This is an optimization exercise on Yosys and OpenROAD, whose aim is small area, a short achievable clock period and few clock cycles per item, not a production implementation.
The RTL was checked by simulation tests, not by an equivalence proof against the original design.

==> flow/design.v (outline; a module is shown in full before it is edited, if it fits) <==
// module vasl_mac: 846 lines
// module vector_accel_speed_limiter_top: 591 lines
module vector_accel_speed_limiter_top
(
    input  logic               clk,
    input  logic               rst_n,
    input  logic               cfg_we,
    input  logic [1:0]         cfg_index,
    input  logic [15:0]        cfg_data,
    input  logic               in_valid,
    output logic               in_ready,
    input  logic [2:0]         op,
    input  logic signed [15:0] target_vx,
    input  logic signed [15:0] target_vy,
    output logic               out_valid,
    input  logic               out_ready,
    output logic signed [15:0] vel_x_out,
    output logic signed [15:0] vel_y_out,
    output logic signed [31:0] pos_x_out,
    output logic signed [31:0] pos_y_out,
    output logic signed [15:0] acc_x_out,
    output logic signed [15:0] acc_y_out
);
  // ...
==> flow/run.sh <==
#!/bin/bash
# synth_recipe.tcl (not shown) runs the flow's synth.tcl, then flattens the netlist and writes it again
# the make line also repeats each setting of config.mk as NAME=value (left out here)
make -C /OpenROAD-flow-scripts/flow DESIGN_CONFIG=/design/flow/config.mk WORK_HOME=/design/flow/orfs CLKGATE_MAP_FILE= SYNTH_SCRIPT=/design/flow/synth_recipe.tcl finish
==> flow/config.mk <==
export PLATFORM = sky130hd
export DESIGN_NAME = vector_accel_speed_limiter_top
export DESIGN_NICKNAME = vector_accel_speed_limiter_top
export VERILOG_FILES = /design/flow/design.v
export SDC_FILE = /design/flow/constraint.sdc
export NUM_CORES = 4
export LEC_CHECK = 0
export CAP_MARGIN = 20
export CORE_MARGIN = 2
export CORE_UTILIZATION = 40
export SLEW_MARGIN = 20
==> flow/constraint.sdc <==
create_clock -name core_clock -period 12.0 [get_ports {clk}]
set_input_delay 2.4000 -clock core_clock [delete_from_list [all_inputs] [get_ports {clk}]]
set_output_delay 2.4000 -clock core_clock [all_outputs]
set_load 0.01 [all_outputs]
==> results.cfg, run 1 <==
[final_layout]
layout.clock.cell_area_share = 0.0364
layout.buffer.nonclock.area_share = 0.0509
reg.largest.list = s_r (36), px_r (32), py_r (32)

[setup_path]
setup.worst_path.start_class = register
worstSetupPathType = reg2reg

[global_route]
total_congestion_overflow_after_global_routing = 0
grt_pass1_wl_um = 305000
grt.met2_usage = 0.475
grt_use_met1 = 0.416
vias_in_the_first_global_route = 45574

[yosys]
netlist.area_leader.share = 0.125
synthTopCellsByCount = nand2_1, inv_1, nor2_1
synth_area_per_cell_sq_um = 8.33
post_synth_fa_ha_maj_area_fraction = 0.220
number_of_distinct_library_cells_after_synthesis = 94

[cts]
clk_transition_reported_paths_ps = 60
numCtsBuffers = 57
tritoncts = yes
post_cts_hold_buffers = 0

[drt]
detailedRoute.firstIterationViolations = 5653

[status]
status = finished clean

[sta]
layout_setup_ws_ps = 1220
skew_ps = 42.0

[placement]
numPlacedInstances = 7807
port_buffers = 186
Testbench counts, summed over its fixed seeds: cycles 71,566, items 4,800.
==> run 2, diff against run 1 <==
--- a/flow/config.mk
+++ b/flow/config.mk
@@ -8,4 +8,5 @@
 export CAP_MARGIN = 20
 export CORE_MARGIN = 2
 export CORE_UTILIZATION = 40
+export SETUP_SLACK_MARGIN = 4
 export SLEW_MARGIN = 20
==> results.cfg, run 2 <==
[setup_path]
critical_path.max_stage_delay_ps = 540
setup.worst_path.start_class = register
worst-path-max-fanout = 11
cpMaxStageDelayCell = xor2_1
worstSetupPathType = reg2reg
critical_path_arrival_ps = 9610
worstPathRequired_ps = 12530
crit_path_end_kind = register

[floorplan]
start_util = 0.403
io_pins = 188
core_region_area_sq_mm = 0.126
num_rows = 130
chipWidth_um = 360
die_y_um = 360
die_area_sq_mm = 0.130

[sta]
post-route-min-period_ps = 9080
timing.hold.ws_ps = 478
layout_worst_path_cycle_share = 0.756
final_max_slew_viol_count = 0
layout_setup_ws_ps = 2920
finalSetupViolCount = 0
rsz0062_at_grt = true
skew_ps = 38.6
fin_setup_tns_ps = 0
final-hold-violation-count = 0
relSlewSlack = 0.112
fmax_mhz = 110
timing_worst_slew_pin_value_ps = 1330

[cts]
tritoncts = yes
worst_skew_pair_later_pin_latency_ps = 700
numCtsBuffers = 58
ctsHtreeMaxLevel = 2
clk_transition_reported_paths_ps = 60
clock_path_buffers = 3
cts_root_buf = clkbuf_16
clkSinkCount = 451

[global_route]
antenna_found_initial = 12
groute.usage.overall = 0.314
grt_max_degree = 79
vias_in_the_first_global_route = 46280
grt_pass1_wl_um = 305000
total_congestion_overflow_after_global_routing = 0

[yosys]
number_of_distinct_library_cells_after_synthesis = 94
ffs_w_async_s_r_synth = 0.439
synth-edff-count = 211
netlist.area_leader.share = 0.125
postSynth.topFlopCell = edfxtp_1
ys_ff_latch = 451
synth_top_cells_by_area = edfxtp_1, ha_1, fa_1
yosys_warnings = 1
mappedNetlistNets = 6873
synth_top_area_cell = edfxtp_1
netlist_area_sq_mm = 0.0507
yosys.cell_count.top_type = nand2_1
synth-seq-area-share = 0.240
synth_area_per_cell_sq_um = 8.33
synthTopCellsByCount = nand2_1, inv_1, nor2_1
syn_inst = 6091

[placement]
place.gp.congestion = 1.03
detailed_place.area_sq_mm = 0.0550
dp_hpwl_um = 157000
pre_cts_slack_ps = 1550
port_buffers = 186

[final_layout]
ff_latch_area_sq_mm = 0.0122
area_growth_syn_to_layout_pct = 21.6
multiInputGateArea_sq_mm = 0.0379
mostFrequentLayoutCells = nand2_1, inv_1, nor2_1
largest-register = s_r
final.fill_count = 11967
ratio_of_cells_with_drive_above_1_in_the_final_layout = 0.158
post-route-cell-area_sq_mm = 0.0617
leading_cell_type_in_the_layout_fill_and_taps_excluded = nand2_1
reg.largest.list = s_r (36), px_r (32), py_r (32)
max_ffs_per_register = 36
fin_nets = 7244

[min_path]
hold_class = reg2reg

[drt]
vias_per_cell = 6.02
drt-total-wl_um = 212000
ant_nets = 0
dr.pass1.iters = 8
remaining_drc_errors = 0
via_count = 49137
drt-wirelength-per-cell_um = 25.9
detailedRoute.firstIterationViolations = 5703

[job]
cap_violations = 0

[status]
status = finished clean
[run 2: cell counts after synthesis]
Identical to the previous run, type by type.
[run 2: what timing repair did]
item / 4_1_cts / 5_1_grt
gates resized for setup: 238 / 296
hold buffers: 0 / 0
cloned: 13 / 4
buffers inserted: 159 / 91
endpoints found under the setup margin: 137 / 87
pin swaps: 77 / 187
[run 2: worst paths after layout]
kind,slack (ps),end,startpoint,cells past startpoint
worst max-delay path,2920,spd_bad,sel_a,38
worst min-delay path,480,den_r[16],den_r[16],2
worst max register to register,2920,spd_bad,sel_a,38
worst min register to register,480,den_r[16],den_r[16],2
max in group asynchronous,7880,vx_r[15],rst_n,3
min in group asynchronous,1690,out_valid_r,rst_n,1
[run 2: final cells by class]
type                            count  share of cell area
Sequential cell                   451               0.198
Inverter                          576              0.0355
Antenna cell                        2           0.0000812
Clock inverter                     42             0.00718
Tap cell                         1650              0.0335
Timing Repair Buffer              558              0.0862
Clock buffer                       67              0.0253
Timing Repair inverter              2            0.000203
Multi-Input combinational cell   4815               0.615
[run 2: cell families (layout without fill, tap and decap cells)]
family / Yosys count / in the layout / synth area share
DFF: 451 / 451 / 0.240
muxes: 221 / 221 / 0.0469
other: 0 / 2 / 0
AOI/OAI and AO/OA: 1582 / 1584 / 0.201
buffers and inverters: 830 / 1245 / 0.0619
xor gates and xnor gates: 345 / 345 / 0.0601
and+or+nand+nor: 1933 / 1936 / 0.171
adders and majority gates: 729 / 729 / 0.220
[run 2: per-layer routing]
layer / global-route usage / part of all wire / vias to the layer above
met5: 0.00185 / 0.00057 / -
met3: 0.0645 / 0.10 / 579
li1: - / - / 22067
met2: 0.481 / 0.43 / 2642
met1: 0.413 / 0.40 / 23835
met4: 0.172 / 0.069 / 14
[run 2: stage by stage]
stage / cells / util
after floorplan: 6091 / -
after global placement: 7783 / 0.437
after detailed placement: 7783 / 0.437
after CTS: 8064 / 0.474
after global routing: 8162 / 0.490
final: 8163 / 0.490
[run 2: worst max-delay path, delay by kind of cell, from the launching register on]
kind / cells / cell delay [ps]
AND/OR/NAND/NOR: 11 / 2470
buffers and inverters: 6 / 880
XOR/XNOR: 4 / 900
adder cells (fa/ha/maj): 3 / 1040
multiplexers: 1 / 360
AO/OA/AOI/OAI: 13 / 2860
flip-flops: 1 / 390
==> module vector_accel_speed_limiter_top, before the edit <==
module vector_accel_speed_limiter_top
(
    input  logic               clk,
    input  logic               rst_n,
    input  logic               cfg_we,
    input  logic [1:0]         cfg_index,
    input  logic [15:0]        cfg_data,
    input  logic               in_valid,
    output logic               in_ready,
    input  logic [2:0]         op,
    input  logic signed [15:0] target_vx,
    input  logic signed [15:0] target_vy,
    output logic               out_valid,
    input  logic               out_ready,
    output logic signed [15:0] vel_x_out,
    output logic signed [15:0] vel_y_out,
    output logic signed [31:0] pos_x_out,
    output logic signed [31:0] pos_y_out,
    output logic signed [15:0] acc_x_out,
    output logic signed [15:0] acc_y_out
);
    localparam int SQK = 3;                     
    localparam int NRT = (17 + SQK - 1) / SQK;  
    localparam int SW  = 2 * SQK * NRT;         
    localparam int DVK = 3;                     
    localparam int NDV = (16 + DVK - 1) / DVK;  
    localparam int QW  = DVK * NDV;             
    localparam logic [3:0] RT_LAST = NRT - 1;
    localparam logic [3:0] RT_END  = NRT;
    localparam logic [3:0] DV_LAST = NDV - 1;
    localparam logic [3:0] DV_END  = NDV;
    localparam int F_IDLE  = 0;
    localparam int F_SQ1   = 1;
    localparam int F_SQ2   = 2;
    localparam int F_RT    = 3;
    localparam int F_DIV   = 4;
    localparam int F_VC    = 5;                
    localparam int F_SP1   = 6;
    localparam int F_SP2   = 7;
    localparam int F_SVUPD = 8;
    localparam int F_REACC = 9;
    localparam int NF      = 10;
    localparam logic [NF-1:0] O_IDLE  = 10'b1 << F_IDLE;
    localparam logic [NF-1:0] O_SQ1   = 10'b1 << F_SQ1;
    localparam logic [NF-1:0] O_SQ2   = 10'b1 << F_SQ2;
    localparam logic [NF-1:0] O_RT    = 10'b1 << F_RT;
    localparam logic [NF-1:0] O_DIV   = 10'b1 << F_DIV;
    localparam logic [NF-1:0] O_VC    = 10'b1 << F_VC;
    localparam logic [NF-1:0] O_SP1   = 10'b1 << F_SP1;
    localparam logic [NF-1:0] O_SP2   = 10'b1 << F_SP2;
    localparam logic [NF-1:0] O_SVUPD = 10'b1 << F_SVUPD;
    localparam logic [NF-1:0] O_REACC = 10'b1 << F_REACC;
    localparam logic [2:0] P_IDLE = 3'd0;
    localparam logic [2:0] P_MX   = 3'd1;
    localparam logic [2:0] P_UX   = 3'd2;
    localparam logic [2:0] P_MY   = 3'd3;
    localparam logic [2:0] P_UY   = 3'd4;
    logic [15:0] accel_r, step_r, lim_r;
    logic [14:0] speed_r;
    logic        lim_dirty;
    logic signed [15:0] vx_r, vy_r, ax_r, ay_r;
    logic signed [31:0] px_r, py_r;
    logic [NF-1:0] fst, fst_n;
    logic [3:0]    cnt;
    logic          spd_mode, sel_a, pend, ldx, ldy;
    logic          res_pending, acc_done, pos_done, out_valid_r;
    logic          acc_busy;
    logic [3:0]    acc_cnt;
    logic          acc_sat_x, acc_sat_y, acc_zero, acc_sx, acc_sy;
    logic [2:0]    pst;
    logic          pos_start;
    logic [15:0]   a_r, b_r;              
    logic          sx_r, sy_r;
    logic [SW-1:0] s_r;
    logic [17:0]   rt_rem;
    logic [16:0]   rt_root;
    logic [16:0]   xr_r, yr_r;            
    logic          spd_bad;               
    logic [QW-1:0] xn_r, yn_r;            
    logic [23:0]   t_r;                   
    logic [15:0] mx, my, vsum_x, vsum_y;
    assign mx     = (sel_a || fst[F_SP1]) ? a_r : xn_r[15:0];
    assign my     = (sel_a || fst[F_SP1]) ? b_r : yn_r[15:0];
    assign vsum_x = vx_r + (sx_r ? -mx : mx);
    assign vsum_y = vy_r + (sy_r ? -my : my);
    logic [15:0] vcur_x, vcur_y;
    assign vcur_x = fst[F_VC] ? vsum_x : vx_r;
    assign vcur_y = fst[F_VC] ? vsum_y : vy_r;
    logic [16:0] m_a, m_b;
    logic [33:0] m_add;
    logic [33:0] macc;
    logic        pos_mul, ld_x, ld_y;
    logic [16:0] sx_vx, sx_vy, ng_vx, ng_vy;
    assign sx_vx = {vx_r[15], vx_r};
    assign sx_vy = {vy_r[15], vy_r};
    assign ng_vx = sx_vx ^ {17{vx_r[15]}};
    assign ng_vy = sx_vy ^ {17{vy_r[15]}};
    logic u_lim, u_sq1, u_sq2, u_sp1, u_sp2, u_ldx, u_ldy, u_px, u_py;
    assign ld_x    = u_ldx;
    assign ld_y    = u_ldy;
    assign pos_mul = u_px || u_py;
    always_comb
    begin
        m_a = ({17{u_lim}} & {1'b0, accel_r})
            | ({17{u_sq1 || (u_ldx && !spd_mode)}} & {1'b0, a_r})
            | ({17{u_sq2 || (u_ldy && !spd_mode)}} & {1'b0, b_r})
            | ({17{u_sp1 || u_px}} & sx_vx)
            | ({17{u_sp2 || u_py}} & sx_vy)
            | ({17{u_ldx && spd_mode}} & ng_vx)
            | ({17{u_ldy && spd_mode}} & ng_vy);
        m_b = ({17{u_lim || u_px || u_py}} & {1'b0, step_r})
            | ({17{u_sq1}} & {1'b0, a_r})
            | ({17{u_sq2}} & {1'b0, b_r})
            | ({17{u_sp1}} & sx_vx)
            | ({17{u_sp2}} & sx_vy)
            | ({17{(u_ldx || u_ldy) && !spd_mode}} & {1'b0, lim_r})
            | ({17{(u_ldx || u_ldy) && spd_mode}} & {2'b00, speed_r});
        m_add = ({34{u_sq2 || u_sp2}} & s_r[33:0])
              | {18'd0, u_lim, 7'd0, u_px || u_py, 7'd0}
              | ({34{spd_mode && ((u_ldx && vx_r[15]) || (u_ldy && vy_r[15]))}} & {19'd0, speed_r});
    end
    vasl_mac u_mac (
        .a (m_a),
        .b (m_b),
        .c (m_add),
        .y (macc)
    );
    logic [17:0]   rt_rem_n;
    logic [16:0]   rt_root_n;
    logic [SW-1:0] rt_x_n;
    logic          rt_step;
    assign rt_step = fst[F_RT] && (cnt != RT_END);
    always_comb
    begin
        logic [19:0] sh;
        logic [19:0] tr;
        rt_rem_n  = rt_rem;
        rt_root_n = rt_root;
        rt_x_n    = s_r;
        for (int i = 0; i < SQK; i++)
        begin
            sh = {rt_rem_n, rt_x_n[SW-1:SW-2]};
            tr = {1'b0, rt_root_n, 2'b01};
            if (sh >= tr)
            begin
                rt_rem_n  = sh - tr;
                rt_root_n = {rt_root_n[15:0], 1'b1};
            end
            else
            begin
                rt_rem_n  = sh[17:0];
                rt_root_n = {rt_root_n[15:0], 1'b0};
            end
            rt_x_n = {rt_x_n[SW-3:0], 2'b00};
        end
    end
    logic [16:0] rt_cmp;
    logic        rt_eng;
    assign rt_cmp = spd_mode ? {2'b00, speed_r} : {1'b0, lim_r};
    assign rt_eng = (rt_root > rt_cmp) || ((rt_root == rt_cmp) && (rt_rem != '0));
    logic [16:0]   den;
    logic [16:0]   xr_n, yr_n;
    logic [QW-1:0] xn_n, yn_n;
    logic [16:0] den_r;
    assign den = den_r;
    always_comb
    begin
        logic [17:0] sh;
        xr_n = xr_r;
        xn_n = xn_r;
        yr_n = yr_r;
        yn_n = yn_r;
        for (int i = 0; i < DVK; i++)
        begin
            sh = {xr_n, xn_n[QW-1]};
            if (sh >= {1'b0, den})
            begin
                xr_n = sh - {1'b0, den};
                xn_n = {xn_n[QW-2:0], 1'b1};
            end
            else
            begin
                xr_n = sh[16:0];
                xn_n = {xn_n[QW-2:0], 1'b0};
            end
            sh = {yr_n, yn_n[QW-1]};
            if (sh >= {1'b0, den})
            begin
                yr_n = sh - {1'b0, den};
                yn_n = {yn_n[QW-2:0], 1'b1};
            end
            else
            begin
                yr_n = sh[16:0];
                yn_n = {yn_n[QW-2:0], 1'b0};
            end
        end
    end
    logic [32:0] ld_num, acx_num, acy_num;
    assign ld_num  = macc[32:0];
    assign acx_num = {1'b0, mx, 16'd0};
    assign acy_num = {1'b0, my, 16'd0};
    logic [32:0] ld_hi, acx_hi, acy_hi;
    assign ld_hi  = ld_num >> QW;
    assign acx_hi = acx_num >> QW;
    assign acy_hi = acy_num >> QW;
    logic [16:0] bnd_x, bnd_y;
    logic        spd_free;
    logic [15:0] abs_vx, abs_vy;
    assign abs_vx   = vsum_x[15] ? -vsum_x : vsum_x;
    assign abs_vy   = vsum_y[15] ? -vsum_y : vsum_y;
    assign bnd_x    = {1'b0, abs_vx} + {2'b00, abs_vy[15:1]} + {16'd0, abs_vy[0]};
    assign bnd_y    = {1'b0, abs_vy} + {2'b00, abs_vx[15:1]} + {16'd0, abs_vx[0]};
    assign spd_free = (bnd_x <= {2'b00, speed_r}) && (bnd_y <= {2'b00, speed_r});
    logic               vc_go, accept, load_d;
    logic               take;
    logic signed [16:0] gx, gy, vcx, vcy, dx, dy, ndx, ndy;
    logic [15:0]        mag_x, mag_y;
    assign vc_go     = fst[F_VC] && !res_pending;
    assign in_ready  = (fst[F_IDLE] && !lim_dirty && !spd_bad) || vc_go;
    assign accept    = in_ready && in_valid;
    assign load_d    = accept || fst[F_REACC];
    assign take  = (op == 3'd0) || (op == 3'd1);
    always_comb
    begin
        if (fst[F_REACC])
        begin
            gx = {a_r[15], a_r};
            gy = {b_r[15], b_r};
        end
        else
        begin
            gx = take ? {target_vx[15], target_vx} : 17'sd0;
            gy = take ? {target_vy[15], target_vy} : 17'sd0;
        end
    end
    assign vcx   = {vcur_x[15], vcur_x};
    assign vcy   = {vcur_y[15], vcur_y};
    assign dx    = gx - vcx;
    assign dy    = gy - vcy;
    assign ndx   = vcx - gx;
    assign ndy   = vcy - gy;
    assign mag_x = dx[16] ? ndx[15:0] : dx[15:0];
    assign mag_y = dy[16] ? ndy[15:0] : dy[15:0];
    logic [15:0] ax_n, ay_n, qx, qy;
    assign qx = xn_r[15:0];
    assign qy = yn_r[15:0];
    always_comb
    begin
        if (acc_zero)
            ax_n = 16'h0000;
        else if (acc_sx)
            ax_n = (acc_sat_x || (qx > 16'd32768)) ? 16'h8000 : (-qx);
        else
            ax_n = (acc_sat_x || qx[15]) ? 16'h7FFF : qx;
        if (acc_zero)
            ay_n = 16'h0000;
        else if (acc_sy)
            ay_n = (acc_sat_y || (qy > 16'd32768)) ? 16'h8000 : (-qy);
        else
            ay_n = (acc_sat_y || qy[15]) ? 16'h7FFF : qy;
    end
    logic signed [31:0] pos_in, pos_n;
    logic signed [33:0] pos_pp, pos_st, pos_sum;
    assign pos_in = (pst == P_UX) ? px_r : py_r;
    always_comb
    begin
        pos_st  = {{10{t_r[23]}}, t_r};
        pos_pp  = {{2{pos_in[31]}}, pos_in};
        pos_sum = pos_pp + pos_st;
        if (pos_sum > 34'sd2147483647)
            pos_n = 32'h7FFFFFFF;
        else if (pos_sum < -34'sd2147483648)
            pos_n = 32'h80000000;
        else
            pos_n = pos_sum[31:0];
    end
    always_comb
    begin
        fst_n = fst;
        case (1'b1)
            fst[F_IDLE]:
                if (spd_bad) fst_n = O_SP1;
                else if (accept) fst_n = O_SQ1;
            fst[F_VC]:
            begin
                if (!res_pending)
                    fst_n = accept ? O_SQ1 : O_IDLE;
            end
            fst[F_SQ1]: fst_n = spd_bad ? O_SP1 : O_SQ2;
            fst[F_SQ2], fst[F_SP2]: fst_n = O_RT;
            fst[F_SP1]: fst_n = O_SP2;
            fst[F_RT]:
                if ((cnt == RT_LAST || cnt == RT_END) && (ldy || ld_y))
                    fst_n = O_DIV;
            fst[F_DIV]:
            begin
                if (cnt == 4'd0 && !rt_eng)
                begin
                    if (!spd_mode)
                        fst_n = O_VC;
                    else if (pend)
                        fst_n = O_REACC;
                    else
                        fst_n = O_IDLE;
                end
                else if (cnt == DV_LAST)
                    fst_n = spd_mode ? O_SVUPD : O_VC;
            end
            fst[F_SVUPD]:
                fst_n = pend ? O_REACC : O_IDLE;
            fst[F_REACC]: fst_n = O_SQ1;
            default: fst_n = O_IDLE;
        endcase
    end
    logic       ldx_n, ldy_n, acc_busy_n, lim_dirty_n, div_free_n;
    logic [3:0] acc_cnt_n;
    logic [2:0] pst_n;
    logic       u_lim_n, u_ldx_n, u_ldy_n, u_fg_n;
    always_comb
    begin
        ldx_n = ldx;
        ldy_n = ldy;
        if (fst[F_SQ2] || fst[F_SP2])
        begin
            ldx_n = 1'b0;
            ldy_n = 1'b0;
        end
        else
        begin
            if (ld_x) ldx_n = 1'b1;
            if (ld_y) ldy_n = 1'b1;
        end
        acc_busy_n = acc_busy;
        acc_cnt_n  = acc_cnt;
        if (vc_go)
        begin
            acc_busy_n = 1'b1;
            acc_cnt_n  = '0;
        end
        else if (acc_busy)
        begin
            if (acc_cnt == DV_END)
                acc_busy_n = 1'b0;
            else
                acc_cnt_n = acc_cnt + 4'd1;
        end
        div_free_n = !acc_busy_n || (acc_cnt_n == DV_END);
        lim_dirty_n = lim_dirty;
        if (cfg_we && (cfg_index == 2'd0 || cfg_index == 2'd2))
            lim_dirty_n = 1'b1;
        else if (u_lim)
            lim_dirty_n = 1'b0;
        pst_n = pst;
        case (pst)
            P_IDLE: if (pos_start) pst_n = P_MX;
            P_MX:   if (pos_mul) pst_n = P_UX;
            P_UX:   pst_n = pos_mul ? P_UY : P_MY;
            P_MY:   if (pos_mul) pst_n = P_UY;
            P_UY:   pst_n = P_IDLE;
            default: pst_n = P_IDLE;
        endcase
        u_lim_n = fst_n[F_IDLE] && lim_dirty_n;
        u_ldx_n = fst_n[F_RT] && !ldx_n && div_free_n;
        u_ldy_n = fst_n[F_RT] && ldx_n && !ldy_n;
        u_fg_n  = u_lim_n || u_ldx_n || u_ldy_n || fst_n[F_SQ1] || fst_n[F_SQ2] ||
                  fst_n[F_SP1] || fst_n[F_SP2];
    end
    always_ff @(posedge clk or negedge rst_n)
    begin
        if (!rst_n)
        begin
            accel_r     <= ACCEL_RESET;
            speed_r     <= SPEED_RESET;
            step_r      <= STEP_RESET;
            lim_r       <= LIM_RESET;
            lim_dirty   <= 1'b0;
            vx_r        <= '0;
            vy_r        <= '0;
            px_r        <= '0;
            py_r        <= '0;
            fst         <= O_IDLE;
            cnt         <= '0;
            spd_mode    <= 1'b0;
            sel_a       <= 1'b0;
            pend        <= 1'b0;
            spd_bad     <= 1'b0;
            ldx         <= 1'b0;
            ldy         <= 1'b0;
            res_pending <= 1'b0;
            acc_done    <= 1'b0;
            pos_done    <= 1'b0;
            out_valid_r <= 1'b0;
            acc_busy    <= 1'b0;
            acc_cnt     <= '0;
            pst         <= P_IDLE;
            pos_start   <= 1'b0;
            u_lim       <= 1'b0;
            u_sq1       <= 1'b0;
            u_sq2       <= 1'b0;
            u_sp1       <= 1'b0;
            u_sp2       <= 1'b0;
            u_ldx       <= 1'b0;
            u_ldy       <= 1'b0;
            u_px        <= 1'b0;
            u_py        <= 1'b0;
        end
        else
        begin
            if (u_lim)
                lim_r <= macc[31:16];
            lim_dirty <= lim_dirty_n;
            if (cfg_we)
            begin
                case (cfg_index)
                    2'd0: accel_r <= cfg_data;
                    2'd1: speed_r <= cfg_data[14:0];
                    2'd2: step_r  <= cfg_data;
                    default: ;
                endcase
            end
            u_lim    <= u_lim_n;
            u_sq1    <= fst_n[F_SQ1];
            u_sq2    <= fst_n[F_SQ2];
            u_sp1    <= fst_n[F_SP1];
            u_sp2    <= fst_n[F_SP2];
            u_ldx    <= u_ldx_n;
            u_ldy    <= u_ldy_n;
            u_px     <= !u_fg_n && (pst_n == P_MX);
            u_py     <= !u_fg_n && (pst_n == P_UX || pst_n == P_MY);
            ldx      <= ldx_n;
            ldy      <= ldy_n;
            acc_busy <= acc_busy_n;
            acc_cnt  <= acc_cnt_n;
            pst      <= pst_n;
            pos_start <= 1'b0;
            fst       <= fst_n;
            if (vc_go)
            begin
                vx_r        <= vsum_x;
                vy_r        <= vsum_y;
                sel_a       <= 1'b0;
                res_pending <= 1'b1;
                spd_bad     <= !spd_free;
                pend        <= accept;
                if (spd_free)
                    pos_start <= 1'b1;
            end
            if (fst[F_SP1])
                spd_bad <= 1'b0;
            if (fst[F_SQ2] || fst[F_SP2])
            begin
                cnt      <= '0;
                spd_mode <= fst[F_SP2];
            end
            if (fst[F_RT])
            begin
                if (fst_n[F_DIV])
                    cnt <= '0;
                else if (cnt != RT_END)
                    cnt <= cnt + 4'd1;
            end
            if (fst[F_DIV])
            begin
                if (cnt == 4'd0 && !rt_eng)
                begin
                    if (spd_mode)
                    begin
                        pos_start <= 1'b1;
                        spd_mode  <= 1'b0;
                    end
                    else
                        sel_a <= 1'b1;
                end
                else
                    cnt <= cnt + 4'd1;
            end
            if (fst[F_SVUPD])
            begin
                vx_r      <= vx_r[15] ? -qx : qx;
                vy_r      <= vy_r[15] ? -qy : qy;
                spd_mode  <= 1'b0;
                pos_start <= 1'b1;
            end
            if (fst[F_REACC])
                pend <= 1'b0;
            if (acc_busy && acc_cnt == DV_END)
                acc_done <= 1'b1;
            if (pst == P_UX)
                px_r <= pos_n;
            if (pst == P_UY)
            begin
                py_r     <= pos_n;
                pos_done <= 1'b1;
            end
            if (out_valid_r && out_ready)
            begin
                out_valid_r <= 1'b0;
                res_pending <= 1'b0;
            end
            else if (!out_valid_r && res_pending && acc_done && pos_done)
            begin
                out_valid_r <= 1'b1;
                acc_done    <= 1'b0;
                pos_done    <= 1'b0;
            end
        end
    end
    always_ff @(posedge clk)
    begin
        if (load_d)
        begin
            a_r  <= mag_x;
            b_r  <= mag_y;
            sx_r <= dx[16];
            sy_r <= dy[16];
        end
        else if (fst[F_SP1] && pend)
        begin
            a_r <= vsum_x;
            b_r <= vsum_y;
        end
        if (fst[F_SQ1] || fst[F_SQ2] || fst[F_SP1] || fst[F_SP2])
            s_r <= {{(SW - 34){1'b0}}, macc};
        else if (rt_step)
            s_r <= rt_x_n;
        if (fst[F_SQ2] || fst[F_SP2])
        begin
            rt_rem  <= '0;
            rt_root <= '0;
        end
        else if (rt_step)
        begin
            rt_rem  <= rt_rem_n;
            rt_root <= rt_root_n;
        end
        if (ld_x)
        begin
            xr_r <= ld_hi[16:0];
            xn_r <= ld_num[QW-1:0];
        end
        else if (vc_go)
        begin
            xr_r      <= acx_hi[16:0];
            xn_r      <= acx_num[QW-1:0];
            acc_sat_x <= mx >= step_r;
            acc_zero  <= step_r == 16'd0;
            acc_sx    <= sx_r;
        end
        else if (fst[F_DIV] || (acc_busy && acc_cnt != DV_END))
        begin
            xr_r <= xr_n;
            xn_r <= xn_n;
        end
        if (ld_y)
        begin
            yr_r <= ld_hi[16:0];
            yn_r <= ld_num[QW-1:0];
        end
        else if (vc_go)
        begin
            yr_r      <= acy_hi[16:0];
            yn_r      <= acy_num[QW-1:0];
            acc_sat_y <= my >= step_r;
            acc_sy    <= sy_r;
        end
        else if (fst[F_DIV] || (acc_busy && acc_cnt != DV_END))
        begin
            yr_r <= yr_n;
            yn_r <= yn_n;
        end
        if (acc_busy && acc_cnt == DV_END)
        begin
            ax_r <= ax_n;
            ay_r <= ay_n;
        end
        if (vc_go)
            den_r <= {1'b0, step_r};
        else if (fst[F_RT] && fst_n[F_DIV])
            den_r <= rt_step ? rt_root_n : rt_root;
        if (pos_mul)
            t_r <= macc[31:8];
    end
    assign out_valid = out_valid_r;
    assign vel_x_out = vx_r;
    assign vel_y_out = vy_r;
    assign pos_x_out = px_r;
    assign pos_y_out = py_r;
    assign acc_x_out = ax_r;
    assign acc_y_out = ay_r;
endmodule
==> run 3, diff against run 2 <==
--- a/flow/design.v
+++ b/flow/design.v
@@ -872,10 +872,10 @@
     output logic signed [15:0] acc_x_out,
     output logic signed [15:0] acc_y_out
 );
-    localparam int SQK = 3;                     
-    localparam int NRT = (17 + SQK - 1) / SQK;  
+    localparam int SQK = 4;                     
+    localparam int NRT = (16 + SQK - 1) / SQK;  
     localparam int SW  = 2 * SQK * NRT;         
-    localparam int DVK = 3;                     
+    localparam int DVK = 4;                     
     localparam int NDV = (16 + DVK - 1) / DVK;  
     localparam int QW  = DVK * NDV;             
     localparam logic [3:0] RT_LAST = NRT - 1;
@@ -934,8 +934,17 @@
     logic [15:0] mx, my, vsum_x, vsum_y;
     assign mx     = (sel_a || fst[F_SP1]) ? a_r : xn_r[15:0];
     assign my     = (sel_a || fst[F_SP1]) ? b_r : yn_r[15:0];
-    assign vsum_x = vx_r + (sx_r ? -mx : mx);
-    assign vsum_y = vy_r + (sy_r ? -my : my);
+    logic [15:0] vb_x, vb_y;
+    logic        vs_x, vs_y;
+    logic [16:0] vadd_x, vadd_y;
+    assign vb_x   = fst[F_SVUPD] ? 16'd0 : vx_r;
+    assign vb_y   = fst[F_SVUPD] ? 16'd0 : vy_r;
+    assign vs_x   = fst[F_SVUPD] ? vx_r[15] : sx_r;
+    assign vs_y   = fst[F_SVUPD] ? vy_r[15] : sy_r;
+    assign vadd_x = {vb_x, 1'b1} + {mx ^ {16{vs_x}}, vs_x};
+    assign vadd_y = {vb_y, 1'b1} + {my ^ {16{vs_y}}, vs_y};
+    assign vsum_x = vadd_x[16:1];
+    assign vsum_y = vadd_y[16:1];
     logic [15:0] vcur_x, vcur_y;
     assign vcur_x = fst[F_VC] ? vsum_x : vx_r;
     assign vcur_y = fst[F_VC] ? vsum_y : vy_r;
@@ -968,7 +977,7 @@
             | ({17{u_sp2}} & sx_vy)
             | ({17{(u_ldx || u_ldy) && !spd_mode}} & {1'b0, lim_r})
             | ({17{(u_ldx || u_ldy) && spd_mode}} & {2'b00, speed_r});
-        m_add = ({34{u_sq2 || u_sp2}} & s_r[33:0])
+        m_add = ({34{u_sq2 || u_sp2}} & {2'b00, s_r[31:0]})
               | {18'd0, u_lim, 7'd0, u_px || u_py, 7'd0}
               | ({34{spd_mode && ((u_ldx && vx_r[15]) || (u_ldy && vy_r[15]))}} & {19'd0, speed_r});
     end
@@ -1016,39 +1025,85 @@
     logic [QW-1:0] xn_n, yn_n;
     logic [16:0] den_r;
     assign den = den_r;
-    always_comb
-    begin
-        logic [17:0] sh;
-        xr_n = xr_r;
-        xn_n = xn_r;
-        yr_n = yr_r;
-        yn_n = yn_r;
-        for (int i = 0; i < DVK; i++)
-        begin
-            sh = {xr_n, xn_n[QW-1]};
-            if (sh >= {1'b0, den})
+    logic [DVK/2:0][16:0]   xr_m, yr_m;
+    logic [DVK/2:0][QW-1:0] xn_m, yn_m;
+    logic [19:0]   dd1, dd2;
+    assign dd1 = {3'b000, den};
+    assign dd2 = {2'b00, den, 1'b0};
+    assign xr_m[0] = xr_r;
+    assign xn_m[0] = xn_r;
+    assign yr_m[0] = yr_r;
+    assign yn_m[0] = yn_r;
+    for (genvar g = 0; g < DVK / 2; g++)
+    begin : g_r4
+        logic [19:0] xt, xs1, xs2, xs3, xcs, xcc;
+        logic [19:0] yt, ys1, ys2, ys3, ycs, ycc;
+        logic [20:0] xs3w, ys3w;
+        assign xt   = {1'b0, xr_m[g], xn_m[g][QW-1:QW-2]};
+        assign xs1  = xt - dd1;
+        assign xs2  = xt - dd2;
+        assign xcs  = xt ^ ~dd1 ^ ~dd2;
+        assign xcc  = {((xt & ~dd1) | (xt & ~dd2) | (~dd1 & ~dd2)), 1'b1};
+        assign xs3w = {xcs, 1'b1} + {xcc, 1'b1};
+        assign xs3  = xs3w[20:1];
+        always_comb
+        begin
+            if (!xs3[19])
+            begin
+                xr_m[g+1] = xs3[16:0];
+                xn_m[g+1] = {xn_m[g][QW-3:0], 2'b11};
+            end
+            else if (!xs2[19])
             begin
-                xr_n = sh - {1'b0, den};
-                xn_n = {xn_n[QW-2:0], 1'b1};
+                xr_m[g+1] = xs2[16:0];
+                xn_m[g+1] = {xn_m[g][QW-3:0], 2'b10};
+            end
+            else if (!xs1[19])
+            begin
+                xr_m[g+1] = xs1[16:0];
+                xn_m[g+1] = {xn_m[g][QW-3:0], 2'b01};
             end
             else
             begin
-                xr_n = sh[16:0];
-                xn_n = {xn_n[QW-2:0], 1'b0};
+                xr_m[g+1] = xt[16:0];
+                xn_m[g+1] = {xn_m[g][QW-3:0], 2'b00};
+            end
+        end
+        assign yt   = {1'b0, yr_m[g], yn_m[g][QW-1:QW-2]};
+        assign ys1  = yt - dd1;
+        assign ys2  = yt - dd2;
+        assign ycs  = yt ^ ~dd1 ^ ~dd2;
+        assign ycc  = {((yt & ~dd1) | (yt & ~dd2) | (~dd1 & ~dd2)), 1'b1};
+        assign ys3w = {ycs, 1'b1} + {ycc, 1'b1};
+        assign ys3  = ys3w[20:1];
+        always_comb
+        begin
+            if (!ys3[19])
+            begin
+                yr_m[g+1] = ys3[16:0];
+                yn_m[g+1] = {yn_m[g][QW-3:0], 2'b11};
+            end
+            else if (!ys2[19])
+            begin
+                yr_m[g+1] = ys2[16:0];
+                yn_m[g+1] = {yn_m[g][QW-3:0], 2'b10};
             end
-            sh = {yr_n, yn_n[QW-1]};
-            if (sh >= {1'b0, den})
+            else if (!ys1[19])
             begin
-                yr_n = sh - {1'b0, den};
-                yn_n = {yn_n[QW-2:0], 1'b1};
+                yr_m[g+1] = ys1[16:0];
+                yn_m[g+1] = {yn_m[g][QW-3:0], 2'b01};
             end
             else
             begin
-                yr_n = sh[16:0];
-                yn_n = {yn_n[QW-2:0], 1'b0};
+                yr_m[g+1] = yt[16:0];
+                yn_m[g+1] = {yn_m[g][QW-3:0], 2'b00};
             end
         end
     end
+    assign xr_n = xr_m[DVK/2];
+    assign xn_n = xn_m[DVK/2];
+    assign yr_n = yr_m[DVK/2];
+    assign yn_n = yn_m[DVK/2];
     logic [32:0] ld_num, acx_num, acy_num;
     assign ld_num  = macc[32:0];
     assign acx_num = {1'b0, mx, 16'd0};
@@ -1059,12 +1114,14 @@
     assign acy_hi = acy_num >> QW;
     logic [16:0] bnd_x, bnd_y;
     logic        spd_free;
-    logic [15:0] abs_vx, abs_vy;
-    assign abs_vx   = vsum_x[15] ? -vsum_x : vsum_x;
-    assign abs_vy   = vsum_y[15] ? -vsum_y : vsum_y;
-    assign bnd_x    = {1'b0, abs_vx} + {2'b00, abs_vy[15:1]} + {16'd0, abs_vy[0]};
-    assign bnd_y    = {1'b0, abs_vy} + {2'b00, abs_vx[15:1]} + {16'd0, abs_vx[0]};
-    assign spd_free = (bnd_x <= {2'b00, speed_r}) && (bnd_y <= {2'b00, speed_r});
+    logic [15:0] u_vx, u_vy;
+    logic [17:0] spd_m2;
+    assign u_vx     = vsum_x ^ {16{vsum_x[15]}};
+    assign u_vy     = vsum_y ^ {16{vsum_y[15]}};
+    assign bnd_x    = {1'b0, u_vx} + {2'b00, u_vy[15:1]};
+    assign bnd_y    = {1'b0, u_vy} + {2'b00, u_vx[15:1]};
+    assign spd_m2   = {3'b000, speed_r} - 18'd2;
+    assign spd_free = !spd_m2[17] && ({1'b0, bnd_x} <= spd_m2) && ({1'b0, bnd_y} <= spd_m2);
     logic               vc_go, accept, load_d;
     logic               take;
     logic signed [16:0] gx, gy, vcx, vcy, dx, dy, ndx, ndy;
@@ -1103,13 +1160,13 @@
         if (acc_zero)
             ax_n = 16'h0000;
         else if (acc_sx)
-            ax_n = (acc_sat_x || (qx > 16'd32768)) ? 16'h8000 : (-qx);
+            ax_n = (acc_sat_x || (qx[15] && (qx[14:0] != 15'd0))) ? 16'h8000 : (-qx);
         else
             ax_n = (acc_sat_x || qx[15]) ? 16'h7FFF : qx;
         if (acc_zero)
             ay_n = 16'h0000;
         else if (acc_sy)
-            ay_n = (acc_sat_y || (qy > 16'd32768)) ? 16'h8000 : (-qy);
+            ay_n = (acc_sat_y || (qy[15] && (qy[14:0] != 15'd0))) ? 16'h8000 : (-qy);
         else
             ay_n = (acc_sat_y || qy[15]) ? 16'h7FFF : qy;
     end
@@ -1121,9 +1178,9 @@
         pos_st  = {{10{t_r[23]}}, t_r};
         pos_pp  = {{2{pos_in[31]}}, pos_in};
         pos_sum = pos_pp + pos_st;
-        if (pos_sum > 34'sd2147483647)
+        if (!pos_sum[33] && (pos_sum[32] || pos_sum[31]))
             pos_n = 32'h7FFFFFFF;
-        else if (pos_sum < -34'sd2147483648)
+        else if (pos_sum[33] && !(pos_sum[32] && pos_sum[31]))
             pos_n = 32'h80000000;
         else
             pos_n = pos_sum[31:0];
@@ -1330,8 +1387,8 @@
             end
             if (fst[F_SVUPD])
             begin
-                vx_r      <= vx_r[15] ? -qx : qx;
-                vy_r      <= vy_r[15] ? -qy : qy;
+                vx_r      <= vsum_x;
+                vy_r      <= vsum_y;
                 spd_mode  <= 1'b0;
                 pos_start <= 1'b1;
             end
@@ -1374,13 +1431,13 @@
             b_r <= vsum_y;
         end
         if (fst[F_SQ1] || fst[F_SQ2] || fst[F_SP1] || fst[F_SP2])
-            s_r <= {{(SW - 34){1'b0}}, macc};
+            s_r <= macc[31:0];
         else if (rt_step)
             s_r <= rt_x_n;
         if (fst[F_SQ2] || fst[F_SP2])
         begin
             rt_rem  <= '0;
-            rt_root <= '0;
+            rt_root <= {16'd0, macc[32]};
         end
         else if (rt_step)
         begin
--- a/flow/config.mk
+++ b/flow/config.mk
@@ -8,5 +8,4 @@
 export CAP_MARGIN = 20
 export CORE_MARGIN = 2
 export CORE_UTILIZATION = 40
-export SETUP_SLACK_MARGIN = 4
 export SLEW_MARGIN = 20
==> results.cfg, run 3 <==
[setup_path]
crit_path_end_kind = register
cpMaxStageDelayCell = or4_4
critical_path.max_stage_delay_ps = 580
worst-path-max-fanout = 24
critical_path.reg2reg.startpoint = rt_root[12]
cell_with_the_most_instances_on_the_worst_path = o21ai_0
worstSetupPathType = reg2reg
setup.worst_path.start_class = register
r2r-end = rt_rem[17]
critical_path_arrival_ps = 11520
rrSetupSlack_ps = 1010
timing.reg2reg.worst_path_depth = 42
worstPathRequired_ps = 12530

[cts]
cts_root_buf = clkbuf_16
ctsHtreeMaxLevel = 2
post_cts.repair.setup_buffers = 0
tritoncts = yes
cts-resized-gates = 0
post_cts_hold_buffers = 0
clock_path_buffers = 3
clk_transition_reported_paths_ps = 60
worst_skew_pair_later_pin_latency_ps = 670
numCtsBuffers = 55
clkSinkCount = 443

[sta]
rsz0062_at_grt = false
layout_worst_path_cycle_share = 0.916
fin_setup_tns_ps = 0
final_max_slew_viol_count = 0
relSlewSlack = 0.200
final-hold-violation-count = 0
layout_setup_ws_ps = 1010
skew_ps = 30.8
fmax_mhz = 91.0
finalSetupViolCount = 0
timing_worst_slew_pin_value_ps = 1200
post-route-min-period_ps = 10990

[placement]
dp_hpwl_um = 167000
pre_cts_slack_ps = 1190
place.gp.congestion = 1.01
port_buffers = 186
detailed_place.area_sq_mm = 0.0608

[yosys]
largest_family_of_logic_cells_by_synthesized_area = adder cells
ffs_w_async_s_r_synth = 0.447
synth_area_per_cell_sq_um = 8.48
synth_top_cells_by_area = ha_1, fa_1, edfxtp_1
ys_ff_latch = 443
synth-xor-area-share = 0.0622
synthTopCellsByCount = inv_1, nand2_1, ha_1
yosys.cell_count.top_type = inv_1
yosys-mux-area-fraction = 0.0525
synth-edff-count = 209
postSynth.topFlopCell = edfxtp_1
syn_inst = 6659
yosys_warnings = 1
synth_top_area_cell = ha_1
post_synth_fa_ha_maj_area_fraction = 0.250
netlist_area_sq_mm = 0.0565
synth_simple_gate_area_frac = 0.154
number_of_distinct_library_cells_after_synthesis = 101
synth_compound_gate_area_share = 0.207
netlist.area_leader.share = 0.129
synth-seq-area-share = 0.212
mappedNetlistNets = 7637

[final_layout]
reg.largest.list = px_r (32), py_r (32), s_r (32)
final.fill_count = 13889
post-route-cell-area_sq_mm = 0.0628
ff_latch_area_sq_mm = 0.0120
leading_cell_type_in_the_layout_fill_and_taps_excluded = inv_1
mostFrequentLayoutCells = inv_1, nand2_1, ha_1
fin_nets = 7766
area_growth_syn_to_layout_pct = 11.2
ratio_of_cells_with_drive_above_1_in_the_final_layout = 0.0699
multiInputGateArea_sq_mm = 0.0412

[global_route]
vias_in_the_first_global_route = 48861
groute.usage.overall = 0.282
grt_max_degree = 76
grt_pass1_wl_um = 310000
antenna_found_initial = 12
total_congestion_overflow_after_global_routing = 0

[drt]
remaining_drc_errors = 0
vias_per_cell = 5.83
dr.pass1.iters = 6
detailedRoute.firstIterationViolations = 4917
drt-total-wl_um = 209000
drt-wirelength-per-cell_um = 24.0
via_count = 50761
ant_nets = 0

[floorplan]
num_rows = 137
start_util = 0.404
die_y_um = 380
io_pins = 188
die_area_sq_mm = 0.144
chipWidth_um = 380
core_region_area_sq_mm = 0.140

[status]
status = finished clean

[min_path]
hold_class = reg2reg
hold_end = acc_done
min-delay-start = acc_done
hold_path_depth = 1

[job]
cap_violations = 0
-- run 3: worst max path at each step --
stage                 from         end  slack [ps]  cells after the start
3_3_place_gp   rt_root[10]  rt_rem[17]        1270                     44
2_1_floorplan  rt_root[10]  rt_rem[17]        2430                     46
4_1_cts        rt_root[10]  rt_rem[17]        1160                     42
6_report       rt_root[12]  rt_rem[17]        1010                     42
3_5_place_dp   rt_root[10]  rt_rem[17]        1190                     42
5_1_grt        rt_root[10]  rt_rem[17]          20                     44
-- run 3: final cells by class --
| class | count | share of cell area |
|---|---|---|
| antenna | 2 | 0.0000797 |
| clock inverter | 32 | 0.00458 |
| timing repair buffer | 304 | 0.0443 |
| sequential | 443 | 0.191 |
| tap | 1876 | 0.0374 |
| clock buffer | 72 | 0.0254 |
| inverter | 694 | 0.0415 |
| multi-input combinational | 5290 | 0.656 |
-- run 3: cells by family (layout without fill, tap and decap cells) --
group / Yosys count / after routing
AOI/OAI and AO/OA: 1791 / 1791
xor gates and xnor gates: 399 / 399
adders and majority gates: 927 / 927
buffers and inverters: 926 / 1102
DFF: 443 / 443
muxes: 277 / 277
other: 0 / 2
and+or+nand+nor: 1896 / 1896
-- run 3: per-layer routing --
metal | up-vias | GRT usage | wire (um)
met5 | - | 0.00231 | 79
met4 | 6 | 0.134 | 11600
met3 | 462 | 0.0512 | 17400
met2 | 2107 | 0.434 | 90200
met1 | 24500 | 0.383 | 90000
li1 | 23686 | - | -
-- run 3: through the flow --
step                      instances  hold slack (ps)  utilization
after detailed placement       8605              481        0.435
after floorplan                6659              450            -
after global placement         8605              475        0.435
after CTS                      8709              495        0.448
final                          8713              491        0.449
after global routing           8711              526        0.449
-- run 3: critical path: cells and delay by family, from the launching register on --
family	cells	cell delay [ps]
adders and majority gates	4	1620
AOI/OAI and AO/OA	19	5070
DFF	1	350
xor gates and xnor gates	1	150
and+or+nand+nor	12	2220
buffers and inverters	6	1400
Testbench counts of run 3, summed over its fixed seeds: cycles 53,142, items 4,800.
==> run 4, diff against run 3 <==
--- a/flow/design.v
+++ b/flow/design.v
@@ -928,7 +928,8 @@
     logic [17:0]   rt_rem;
     logic [16:0]   rt_root;
     logic [16:0]   xr_r, yr_r;            
-    logic          spd_bad;               
+    logic          chk;                   
+    logic          spd_bad;
     logic [QW-1:0] xn_r, yn_r;            
     logic [23:0]   t_r;                   
     logic [15:0] mx, my, vsum_x, vsum_y;
@@ -992,30 +993,52 @@
     logic [SW-1:0] rt_x_n;
     logic          rt_step;
     assign rt_step = fst[F_RT] && (cnt != RT_END);
-    always_comb
-    begin
-        logic [19:0] sh;
-        logic [19:0] tr;
-        rt_rem_n  = rt_rem;
-        rt_root_n = rt_root;
-        rt_x_n    = s_r;
-        for (int i = 0; i < SQK; i++)
-        begin
-            sh = {rt_rem_n, rt_x_n[SW-1:SW-2]};
-            tr = {1'b0, rt_root_n, 2'b01};
-            if (sh >= tr)
+    logic [SQK/2:0][17:0]   rt_rem_m;
+    logic [SQK/2:0][16:0]   rt_root_m;
+    assign rt_rem_m[0]  = rt_rem;
+    assign rt_root_m[0] = rt_root;
+    for (genvar g = 0; g < SQK / 2; g++)
+    begin : g_rt4
+        logic [23:0] t, c1, c2, c3a, c3b, s1, s2, s3, cs, cc;
+        logic [24:0] s3w;
+        assign t   = {2'b00, rt_rem_m[g], s_r[SW-1-4*g -: 4]};
+        assign c1  = {4'b0000, rt_root_m[g], 3'b001};
+        assign c2  = {3'b000, rt_root_m[g], 4'b0100};
+        assign c3a = {3'b000, rt_root_m[g], 4'b1001};
+        assign c3b = {4'b0000, rt_root_m[g], 3'b000};
+        assign s1  = t - c1;
+        assign s2  = t - c2;
+        assign cs  = t ^ ~c3a ^ ~c3b;
+        assign cc  = {((t & ~c3a) | (t & ~c3b) | (~c3a & ~c3b)), 1'b1};
+        assign s3w = {cs, 1'b1} + {cc, 1'b1};
+        assign s3  = s3w[24:1];
+        always_comb
+        begin
+            if (!s3[23])
+            begin
+                rt_rem_m[g+1]  = s3[17:0];
+                rt_root_m[g+1] = {rt_root_m[g][14:0], 2'b11};
+            end
+            else if (!s2[23])
+            begin
+                rt_rem_m[g+1]  = s2[17:0];
+                rt_root_m[g+1] = {rt_root_m[g][14:0], 2'b10};
+            end
+            else if (!s1[23])
             begin
-                rt_rem_n  = sh - tr;
-                rt_root_n = {rt_root_n[15:0], 1'b1};
+                rt_rem_m[g+1]  = s1[17:0];
+                rt_root_m[g+1] = {rt_root_m[g][14:0], 2'b01};
             end
             else
             begin
-                rt_rem_n  = sh[17:0];
-                rt_root_n = {rt_root_n[15:0], 1'b0};
+                rt_rem_m[g+1]  = t[17:0];
+                rt_root_m[g+1] = {rt_root_m[g][14:0], 2'b00};
             end
-            rt_x_n = {rt_x_n[SW-3:0], 2'b00};
         end
     end
+    assign rt_rem_n  = rt_rem_m[SQK/2];
+    assign rt_root_n = rt_root_m[SQK/2];
+    assign rt_x_n    = {s_r[SW-2*SQK-1:0], {(2*SQK){1'b0}}};
     logic [16:0] rt_cmp;
     logic        rt_eng;
     assign rt_cmp = spd_mode ? {2'b00, speed_r} : {1'b0, lim_r};
@@ -1116,18 +1139,19 @@
     logic        spd_free;
     logic [15:0] u_vx, u_vy;
     logic [17:0] spd_m2;
-    assign u_vx     = vsum_x ^ {16{vsum_x[15]}};
-    assign u_vy     = vsum_y ^ {16{vsum_y[15]}};
+    assign u_vx     = vx_r ^ {16{vx_r[15]}};
+    assign u_vy     = vy_r ^ {16{vy_r[15]}};
     assign bnd_x    = {1'b0, u_vx} + {2'b00, u_vy[15:1]};
     assign bnd_y    = {1'b0, u_vy} + {2'b00, u_vx[15:1]};
     assign spd_m2   = {3'b000, speed_r} - 18'd2;
     assign spd_free = !spd_m2[17] && ({1'b0, bnd_x} <= spd_m2) && ({1'b0, bnd_y} <= spd_m2);
+    assign spd_bad  = chk && !spd_free;
     logic               vc_go, accept, load_d;
     logic               take;
     logic signed [16:0] gx, gy, vcx, vcy, dx, dy, ndx, ndy;
     logic [15:0]        mag_x, mag_y;
     assign vc_go     = fst[F_VC] && !res_pending;
-    assign in_ready  = (fst[F_IDLE] && !lim_dirty && !spd_bad) || vc_go;
+    assign in_ready  = (fst[F_IDLE] && !lim_dirty && !chk) || vc_go;
     assign accept    = in_ready && in_valid;
     assign load_d    = accept || fst[F_REACC];
     assign take  = (op == 3'd0) || (op == 3'd1);
@@ -1148,10 +1172,10 @@
     assign vcy   = {vcur_y[15], vcur_y};
     assign dx    = gx - vcx;
     assign dy    = gy - vcy;
-    assign ndx   = vcx - gx;
-    assign ndy   = vcy - gy;
-    assign mag_x = dx[16] ? ndx[15:0] : dx[15:0];
-    assign mag_y = dy[16] ? ndy[15:0] : dy[15:0];
+    assign ndx   = (dx ^ {17{dx[16]}}) + {16'd0, dx[16]};
+    assign ndy   = (dy ^ {17{dy[16]}}) + {16'd0, dy[16]};
+    assign mag_x = ndx[15:0];
+    assign mag_y = ndy[15:0];
     logic [15:0] ax_n, ay_n, qx, qy;
     assign qx = xn_r[15:0];
     assign qy = yn_r[15:0];
@@ -1294,7 +1318,7 @@
             spd_mode    <= 1'b0;
             sel_a       <= 1'b0;
             pend        <= 1'b0;
-            spd_bad     <= 1'b0;
+            chk         <= 1'b0;
             ldx         <= 1'b0;
             ldy         <= 1'b0;
             res_pending <= 1'b0;
@@ -1351,13 +1375,11 @@
                 vy_r        <= vsum_y;
                 sel_a       <= 1'b0;
                 res_pending <= 1'b1;
-                spd_bad     <= !spd_free;
                 pend        <= accept;
-                if (spd_free)
-                    pos_start <= 1'b1;
             end
-            if (fst[F_SP1])
-                spd_bad <= 1'b0;
+            chk <= vc_go;
+            if (chk && spd_free)
+                pos_start <= 1'b1;
             if (fst[F_SQ2] || fst[F_SP2])
             begin
                 cnt      <= '0;
--- a/flow/config.mk
+++ b/flow/config.mk
@@ -8,4 +8,5 @@
 export CAP_MARGIN = 20
 export CORE_MARGIN = 2
 export CORE_UTILIZATION = 40
+export SETUP_SLACK_MARGIN = 5
 export SLEW_MARGIN = 20
==> results.cfg, run 4 <==
[setup_path]
rrSetupSlack_ps = 4010
crit_end = yr_r[14]
worst-path-max-fanout = 11
worstPathRequired_ps = 12410
critical_path.max_stage_delay_ps = 690
worstSetupPathType = reg2reg
crit_start = spd_mode
crit_path_end_kind = register
cpMaxStageDelayCell = mux2i_1
r2r-end = yr_r[14]
critical_path_arrival_ps = 8410
critical_path.reg2reg.startpoint = spd_mode
timing.reg2reg.worst_path_depth = 28
setup.worst_path.start_class = register

[yosys]
synth_top_area_cell = ha_1
number_of_distinct_library_cells_after_synthesis = 98
syn_inst = 6869
synth-seq-area-share = 0.206
yosys_warnings = 1
synth_top_cells_by_area = ha_1, fa_1, edfxtp_1
mappedNetlistNets = 7885
netlist_area_sq_mm = 0.0581
netlist.area_leader.share = 0.127
ffs_w_async_s_r_synth = 0.447
yosys.cell_count.top_type = nand2_1
ys_ff_latch = 443
synth_area_per_cell_sq_um = 8.46
postSynth.topFlopCell = edfxtp_1
synthTopCellsByCount = nand2_1, inv_1, nor2_1
synth-edff-count = 209

[sta]
post-route-min-period_ps = 7990
relSlewSlack = 0.240
finalSetupViolCount = 0
layout_worst_path_cycle_share = 0.666
fin_setup_tns_ps = 0
fmax_mhz = 125
timing_worst_slew_pin_value_ps = 1130
rsz0062_at_grt = true
final-hold-violation-count = 0
timing.hold.ws_ps = 502
skew_ps = 38.3
final_max_slew_viol_count = 0

[drt]
remaining_drc_errors = 0
ant_nets = 0
drt-total-wl_um = 239000
via_count = 56384
vias_per_cell = 6.07
drt-wirelength-per-cell_um = 25.7
detailedRoute.firstIterationViolations = 6064
dr.pass1.iters = 9

[final_layout]
final.fill_count = 13582
fin_nets = 8356
fin_cells = 9293
leading_cell_type_in_the_layout_fill_and_taps_excluded = nand2_1
multiInputGateArea_sq_mm = 0.0456
reg.largest.list = px_r (32), py_r (32), s_r (32)
ratio_of_cells_with_drive_above_1_in_the_final_layout = 0.158
mostFrequentLayoutCells = nand2_1, inv_1, nor2_1
area_growth_syn_to_layout_pct = 21.4
ff_latch_area_sq_mm = 0.0120

[cts]
clkSinkCount = 443
numCtsBuffers = 56
clock_path_buffers = 3
post_cts_hold_buffers = 0
cts_root_buf = clkbuf_16
tritoncts = yes
clk_transition_reported_paths_ps = 70
worst_skew_pair_later_pin_latency_ps = 690
ctsHtreeMaxLevel = 2

[global_route]
total_congestion_overflow_after_global_routing = 0
grt_max_degree = 89
groute.usage.overall = 0.312
antenna_found_initial = 9
grt_pass1_wl_um = 346000
vias_in_the_first_global_route = 52529

[floorplan]
die_y_um = 385
chipWidth_um = 385
core_region_area_sq_mm = 0.144
die_area_sq_mm = 0.148
io_pins = 188
num_rows = 139
start_util = 0.404

[min_path]
hold_class = reg2reg

[placement]
numPlacedInstances = 8860
dp_hpwl_um = 179000
port_buffers = 186
place.gp.congestion = 0.991

[job]
cap_violations = 0

[status]
status = finished clean
run 4: changes by cell type in the layout (fill, tap and decap cells not counted), sizes merged, moves of 27 or more:
cell      previous run  this run
buf                119       449
nor2               536       621
nand2              676       748
a22o                37       105
inv                696       628
xor2               128       190
fa                 338       368
a22oi               89        62
clkinvlp             2        29
run 4: worst min-delay path by stage:
stage | startpoint | to | slack (ps) | cells after the start
final | py_r[30] | py_r[30] | 500 | 2
after global routing | accel_r[13] | accel_r[13] | 520 | 1
after CTS | pos_done | pos_done | 500 | 1
after detailed placement | pos_done | pos_done | 480 | 1
after global placement | pos_done | pos_done | 480 | 1
after floorplan | sx_r | acc_sx | 450 | 0
run 4: through the flow:
stage / util / setup WS (ps) / cell area, sq um
6_report: 0.490 / 4010 / 70500
5_1_grt: 0.490 / 3840 / 70500
4_1_cts: 0.475 / 4210 / 68300
3_5_place_dp: 0.437 / 2510 / 62800
3_3_place_gp: 0.437 / 2650 / 62800
2_1_floorplan: - / 4730 / 58400
run 4: kinds of logic (layout without fill, tap and decap cells):
kind of cell / after synthesis / in the layout / share of synthesized area
AND/OR/NAND/NOR: 2076 / 2077 / 0.163
XOR/XNOR: 447 / 447 / 0.0674
other: 0 / 2 / 0
adder cells (fa/ha/maj): 961 / 961 / 0.254
buffers and inverters: 880 / 1395 / 0.0574
flip-flops: 443 / 443 / 0.206
AO/OA/AOI/OAI: 1826 / 1829 / 0.209
multiplexers: 236 / 236 / 0.0433
run 4: final cells by class:
cell class,count,area share
diodes,2,0.0000709
clock buffers,71,0.0221
clock inverters,35,0.00575
inverters,651,0.0362
multi-input cells,5550,0.647
flip-flops and latches,443,0.170
well taps,1903,0.0338
repair buffers,638,0.0854
run 4: per-layer routing:
metal  track usage  vias to the layer above  part of all wire
li1              -                    25259                 -
met1         0.421                    27473              0.41
met2         0.472                     2959              0.42
met3        0.0645                      679              0.10
met4         0.158                       14             0.065
met5             0                        -           0.00040
run 4: critical path, delay by kind of cell (launching register included):
| kind | cells | cell delay, ps |
|---|---|---|
| AOI/OAI and AO/OA | 8 | 2020 |
| and+or+nand+nor | 4 | 610 |
| muxes | 1 | 690 |
| xor gates and xnor gates | 1 | 100 |
| buffers and inverters | 8 | 1200 |
| adders and majority gates | 6 | 2710 |
| DFF | 1 | 400 |
run 4: timing repair:
item	CTS	global route
cloned	9	1
setup endpoints to repair	181	150
buffers inserted	189	125
pin swaps	94	96
resized for setup	398	269
Testbench counts of run 4, summed over its fixed seeds: cycles 53,142, items 4,800.
==> run 5, diff against run 4 <==
--- a/flow/config.mk
+++ b/flow/config.mk
@@ -5,6 +5,7 @@
 export SDC_FILE = /design/flow/constraint.sdc
 export NUM_CORES = 4
 export LEC_CHECK = 0
+export ABC_AREA = 1
 export CAP_MARGIN = 20
 export CORE_MARGIN = 2
 export CORE_UTILIZATION = 40
==> results.cfg, run 5 <==
[status]
status = finished clean

[yosys]
synth_top_cells_by_area = nand2_1, ha_1, fa_1
ffs_w_async_s_r_synth = 0.447
netlist.area_leader.share = 0.135
postSynth.topFlopCell = edfxtp_1
largest_family_of_logic_cells_by_synthesized_area = simple AND/OR/NAND/NOR gates
synth_top_area_cell = nand2_1
synth_compound_gate_area_share = 0.158
synth_simple_gate_area_frac = 0.243
synth-edff-count = 209
synth-seq-area-share = 0.196
mappedNetlistNets = 9731
ys_ff_latch = 443
yosys-mux-area-fraction = 0
synth-xor-area-share = 0.0648
yosys.cell_count.top_type = nand2_1
netlist_area_sq_mm = 0.0612
syn_inst = 8715
yosys_warnings = 1
post_synth_fa_ha_maj_area_fraction = 0.241
number_of_distinct_library_cells_after_synthesis = 75
synth_area_per_cell_sq_um = 7.02
synthTopCellsByCount = nand2_1, inv_1, nor2_1

[final_layout]
reg.largest.list = px_r (32), py_r (32), s_r (32)
fin_nets = 10194
leading_cell_type_in_the_layout_fill_and_taps_excluded = nand2_1
fin_cells = 11256
mostFrequentLayoutCells = nand2_1, inv_1, nor2_1
post-route-util = 0.480
area_growth_syn_to_layout_pct = 19.2
ratio_of_cells_with_drive_above_1_in_the_final_layout = 0.119

[sta]
rsz0062_at_grt = true
finalSetupViolCount = 0
timing.hold.ws_ps = 475
final_max_slew_viol_count = 0
timing_worst_slew_pin_value_ps = 1250
post-route-min-period_ps = 7320
relSlewSlack = 0.160
skew_ps = 50.5
fin_setup_tns_ps = 0
fmax_mhz = 137
layout_worst_path_cycle_share = 0.610
final-hold-violation-count = 0

[cts]
cts_root_buf = clkbuf_16
numCtsBuffers = 53
worst_skew_pair_later_pin_latency_ps = 700
clk_transition_reported_paths_ps = 70
ctsHtreeMaxLevel = 2
tritoncts = yes
clock_path_buffers = 3
clkSinkCount = 443

[placement]
dp_hpwl_um = 206000
port_buffers = 186
place.gp.congestion = 1.02
numPlacedInstances = 10840

[setup_path]
crit_family = adder cells
setup.worst_path.start_class = register
critical_path.reg2reg.startpoint = fst[7]
r2r-end = yr_r[8]
crit_path_end_kind = register
critical_path.max_stage_delay_ps = 610
timing.critical_path.buf_inv = 11
worst-path-max-fanout = 5
worstPathRequired_ps = 12410
cpMaxStageDelayCell = fa_2
timing.reg2reg.worst_path_depth = 33
worstSetupPathType = reg2reg
rrSetupSlack_ps = 4680
cell_with_the_most_instances_on_the_worst_path = fa_1
critical_path_arrival_ps = 7730

[floorplan]
start_util = 0.403
die_area_sq_mm = 0.156
chipWidth_um = 395
die_y_um = 395
io_pins = 188
num_rows = 143
core_region_area_sq_mm = 0.152

[drt]
drt-wirelength-per-cell_um = 23.4
detailroute.wirelength.met3_um = 25500
via_count = 63448
route.layer.met1.wl_um = 106000
ant_nets = 0
remaining_drc_errors = 0
drt-total-wl_um = 264000
detailedRoute.firstIterationViolations = 6622
vias_per_cell = 5.64
dr_wl_met2_um = 116000
dr.pass1.iters = 9
route.top_layer_used = met5

[job]
cap_violations = 0

[global_route]
antenna_found_initial = 12
total_congestion_overflow_after_global_routing = 0
grt_max_degree = 92
groute.usage.overall = 0.325
vias_in_the_first_global_route = 59622
grt_pass1_wl_um = 384000

[min_path]
hold_class = reg2reg
min-delay-start = lim_r[6]
hold_path_depth = 2
hold_end = lim_r[6]
[run 5: stage by stage]
step                setup WS [ps]  instance area [sq um]
floorplan                    5110                  61200
finish                       4680                  72900
detailed placement           2700                  65700
global placement             2720                  65700
global route                 4560                  72900
CTS                          4740                  70800
[run 5: worst max-delay path by stage]
| stage | slack, ps | to | start | depth (start not counted) |
|---|---|---|---|---|
| 2_1_floorplan | 5110 | xr_r[12] | spd_mode | 32 |
| 3_3_place_gp | 2720 | xr_r[16] | fst[6] | 29 |
| 3_5_place_dp | 2700 | yr_r[16] | fst[6] | 29 |
| 4_1_cts | 4740 | xr_r[14] | fst[7] | 34 |
| 5_1_grt | 4560 | yr_r[16] | fst[7] | 34 |
| 6_report | 4680 | yr_r[8] | fst[7] | 33 |
[run 5: timing repair]
action,in CTS,in global routing
cloned,8,6
pin swaps,56,99
setup buffers,190,107
hold buffers,0,0
resized for setup,422,314
setup endpoints to repair,152,125
[run 5: worst min-delay path: stages, from the launching register on]
cell and delay [ps]:
dfstp_2 370, nand2_1 50, nand2_1 50
[run 5: cells by family after synthesis]
family,Yosys count
buf+inv,1562
compound gates,1719
simple gates,3587
xor+xnor,446
flops,443
fa+ha+maj,958
[run 5: final cells by class]
type	count	area (sq um)
Timing Repair inverter	3	22.5
Multi-Input combinational cell	6715	45400
Sequential cell	443	12000
Antenna cell	3	7.51
Tap cell	2030	2540
Inverter	1351	5390
Clock inverter	31	353
Clock buffer	69	1450
Fill cell	15193	79000
Timing Repair Buffer	611	5800
[run 5: layer usage]
layer  track usage  up-vias
li1              -    29453
met1         0.429    30092
met5             0        -
met3        0.0627      744
met2         0.510     3147
met4         0.153       12

port drivers added, routing unchanged:
No port has a modelled driver above. Below, the same layouts with a new extraction and two added sets of constraints. Step 1 (the two cells are an assumption about what drives the block):
set clk [get_ports {clk}]
set_driving_cell -lib_cell sky130_fd_sc_hd__clkbuf_16 $clk
set_driving_cell -lib_cell sky130_fd_sc_hd__buf_2 [delete_from_list [all_inputs] $clk]
Step 2 also shifts input and output timing later by t, the mid clock arrival at the registers, as if the neighbouring blocks saw the same clock. a / b / c = ideal / step 1 / step 2; a / b = the first two.
run	t, ns	setup WS [ns]	worst register clock-pin slew, ns	worst data-port slew with drivers (ns)
run 1	0.756	1.224 / 1.224 / 1.224	0.08 / 0.08	0.14
run 2	0.754	2.922 / 2.922 / 2.922	0.07 / 0.07	0.11
run 3	0.746	1.011 / 1.011 / 1.011	0.07 / 0.07	0.08
run 4	0.752	4.007 / 4.007 / 4.007	0.07 / 0.07	0.09
run 5	0.740	4.681 / 4.681 / 4.681	0.09 / 0.09	0.06
After both steps every run listed still meets setup and hold.
